What follows belongs to an exercise in optimizing a design on an open flow for small area, a short achievable clock period and few clock cycles; a production flow would make more cautious choices. The RTL was checked by simulation tests, not by an equivalence proof against the original design.

Design interval_set_insert_merge_unit, start of the top module:
module interval_set_insert_merge_unit
#(
   parameter int NUM_RULES  = isim_pkg::DEF_NUM_RULES,
   parameter int MAX_RANGES = isim_pkg::DEF_MAX_RANGES
) (
   input  logic                   clock,
   input  logic                   reset,
   input  logic                   req_valid,
   output logic                   req_ready,
   input  logic [isim_pkg::IDX_IN_W-1:0]    req_rule_index,
   input  logic [isim_pkg::BAR_BITS-1:0]    req_start_bar,
   input  logic [isim_pkg::BAR_BITS-1:0]    req_end_bar,
   input  logic [isim_pkg::WEIGHT_W-1:0]    req_rule_weight,
   input  logic [isim_pkg::HAND_W-1:0]      req_hand_kind,
   output logic                   rsp_valid,
   input  logic                   rsp_ready,
   output logic [isim_pkg::STATUS_W-1:0]    rsp_status,
   output logic [isim_pkg::COUNT_OUT_W-1:0] rsp_range_count,
   output logic [isim_pkg::BAR_BITS-1:0]    rsp_merged_start,
   output logic [isim_pkg::BAR_BITS-1:0]    rsp_merged_end
);
   localparam int NR = 16;
   localparam int MR = 16;
  ...
For scale: ~84 I/O pins, ~0.28 mm^2 of cells after synthesis.
==> flow/config.mk <==
export PLATFORM = sky130hd
export DESIGN_NAME = interval_set_insert_merge_unit
export DESIGN_NICKNAME = interval_set_insert_merge_unit
export VERILOG_FILES = /design/flow/design.v
export SDC_FILE = /design/flow/constraint.sdc
export NUM_CORES = 4
export LEC_CHECK = 0
export CAP_MARGIN = 20
export CORE_MARGIN = 2
export CORE_UTILIZATION = 30
export CTS_CLUSTER_DIAMETER = 80
export CTS_CLUSTER_SIZE = 30
export PLACE_DENSITY = 0.45
export SLEW_MARGIN = 20
export SYNTH_MEMORY_MAX_BITS = 16384
==> flow/constraint.sdc <==
create_clock -name core_clock -period 12.0 [get_ports {clock}]
set_input_delay 2.4000 -clock core_clock [delete_from_list [all_inputs] [get_ports {clock}]]
set_output_delay 2.4000 -clock core_clock [all_outputs]
set_load 0.01 [all_outputs]
standard.sh (not shown) runs the stock make flow with config.mk's settings and CLKGATE_MAP_FILE= SYNTH_SCRIPT=/design/flow/synth_recipe.tcl, a recipe that flattens the netlist after the stock synthesis.
==> flow/flow/run.sh <==
#!/bin/bash
# The standard layout, with timing repair aiming below the clock period:
# the repair steps treat any setup slack under SETUP_SLACK_MARGIN as a
# violation. The SDC (clock period, I/O delays) is left as it is.
set -euo pipefail
export SETUP_SLACK_MARGIN=7.8
bash standard.sh > standard.log 2>&1
Testbench counts at the start, summed over its fixed seeds: cycles 9,640.
Then changed:
--- a/flow/design.v
+++ b/flow/design.v
@@ -82,20 +82,22 @@
    logic [MR-1:0] b_rv;
    logic [MR-1:0][BW-1:0] b_lo, b_hi;
    logic          b_same_c, b_same_d;
    logic          c_v;
    logic [3:0]    c_idx;
    logic [WW-1:0] c_w;
    logic [HW-1:0] c_h;
    logic          c_order, c_cr, c_mism;
    logic [NR-1:0] c_oh;
-   logic [MR-1:0] c_vvp, c_ovlp;        
-   logic          c_virt, c_ovlv;       
+   logic [MR-1:0] c_vv;                 
+   logic [MR-1:0] c_keep;               
+   logic [MR-1:0] c_fa, c_ff;           
+   logic          c_any;                
    logic [BW-1:0] c_m_lo, c_m_hi;
    logic          d_wr;
    logic [WW-1:0] d_w;
    logic [HW-1:0] d_h;
    logic [MR-1:0] d_nv, d_tgt;
    logic [BW-1:0] d_m_lo, d_m_hi;
    logic [CAP-1:0] occ;
    logic           accept, pop;
    assign req_ready = !occ[CAP-1];
@@ -155,26 +157,22 @@
       b_order  <= a_s > a_e;
       b_cr     <= t_cr;
       b_mism_t <= (t_w != a_w) || (t_h != a_h);
       b_rv     <= t_v;
       b_lo     <= t_lo;
       b_hi     <= t_hi;
       b_same_c <= b_v && (b_idx == a_idx);
       b_same_d <= c_v && (c_idx == a_idx);
    end
-   logic [MR-1:0] c_vv, c_ovl, c_keep, c_cand, c_tgt;
+   logic [MR-1:0] c_tgt;
    logic          c_full, c_wr;
-   assign c_vv   = c_vvp  | (c_virt ? d_tgt : '0);
-   assign c_ovl  = c_ovlp | ((c_virt && c_ovlv) ? d_tgt : '0);
-   assign c_keep = c_vv & ~c_ovl;
-   assign c_cand = ~c_keep;
-   assign c_tgt  = c_cand & (~c_cand + MR'(1));
-   assign c_full = (&c_vv) && !(|c_ovl);
+   assign c_tgt  = c_any ? c_fa : c_ff;
+   assign c_full = !c_any && !(|c_ff);
    assign c_wr   = c_v && !c_order && !(c_cr && c_mism);
    logic          fc, fd;
    assign fc = c_wr && b_same_c;
    assign fd = d_wr && b_same_d;
    logic          e_cr, e_mism, virt;
    logic [MR-1:0] e_vv, use_d;
    always_comb begin
       e_cr   = b_cr || fc || fd;
       e_mism = fc ? ((c_w != b_w) || (c_h != b_h)) :
@@ -217,34 +215,38 @@
       or_lo = ({BW{sl_v}} & c_m_lo) | ({BW{|sl_d}} & d_m_lo);
       or_hi = ({BW{sh_v}} & c_m_hi) | ({BW{|sh_d}} & d_m_hi);
       for (int j = 0; j < MR; j++) begin
          or_lo = or_lo | ({BW{sl_t[j]}} & b_lo[j]);
          or_hi = or_hi | ({BW{sh_t[j]}} & b_hi[j]);
       end
       m_lo = (|{sl_t, sl_d, sl_v}) ? or_lo : b_s;
       m_hi = (|{sh_t, sh_d, sh_v}) ? or_hi : b_e;
    end
+   logic [MR-1:0] vfull, absorbed;
+   assign vfull    = e_vv | (virt ? c_tgt : '0);
+   assign absorbed = ovl | (ovl_v ? c_tgt : '0);
    always_ff @(posedge clock) begin
       if (reset) c_v <= 1'b0;
       else       c_v <= b_v;
    end
    always_ff @(posedge clock) begin
       c_idx   <= b_idx;
       c_w     <= b_w;
       c_h     <= b_h;
       c_order <= b_order;
       c_cr    <= e_cr;
       c_mism  <= e_mism;
       for (int r = 0; r < NR; r++) c_oh[r] <= (b_idx == 4'(r));
-      c_vvp   <= e_cr ? e_vv : '0;
-      c_ovlp  <= ovl;
-      c_virt  <= virt;
-      c_ovlv  <= ovl_v;
+      c_vv    <= vfull;
+      c_keep  <= vfull & ~absorbed;
+      c_fa    <= absorbed & (~absorbed + MR'(1));
+      c_ff    <= ~vfull & (vfull + MR'(1));
+      c_any   <= |absorbed;
       c_m_lo  <= m_lo;
       c_m_hi  <= m_hi;
    end
    for (genvar r = 0; r < NR; r++) begin : g_rule
       logic wr_rule;
       assign wr_rule = c_wr && c_oh[r];
       always_ff @(posedge clock) begin
          if (wr_rule) begin
             w_q[r] <= c_w;
The new run finished with timing, DRC and antenna clean.
Design area came out lower by about 0.56%.
Non-clock buffer count came out lower by 139.
Global-route usage came out lower by 0.14 points.
Register-to-register slack improves by 20 ps.
Die area came out higher by 0.70%.
Critical path depth came out higher by 11.
Maximum frequency came out higher by about 0.5%.
Testbench counts after the change, summed over its fixed seeds: cycles 9,640.

==> afterwards: timing with drivers on the ports <==
In the flow no input, the clock included, has a driving cell. The finished layouts below were timed again as built, in two steps. Step 1 sets driving cells, clkbuf_16 on the clock port and buf_2 on the other inputs (assumed; they add their load-dependent delay and slew). Step 2 moves the port delays by t, midway between the first and last clock arrival at a register: inputs arrive t later, outputs are due t later. That takes back most of the time a late clock gives input paths. a / b / c = ideal ports / drivers / drivers and shift; a / b = the first two.
| run | t, ns | slack for setup (ns) | worst slew at a driven data input, ns |
|---|---|---|---|
| the first run | 1.290 | 7.687 / 7.512 / 7.017 | 0.15 |
| the second run | 1.261 | 7.709 / 7.633 / 6.887 | 0.10 |
After both steps every run listed still meets setup and hold. For the second run, which loses most, drivers alone change the setup slack by -0.076 ns; drivers and shift together by -0.822 ns.
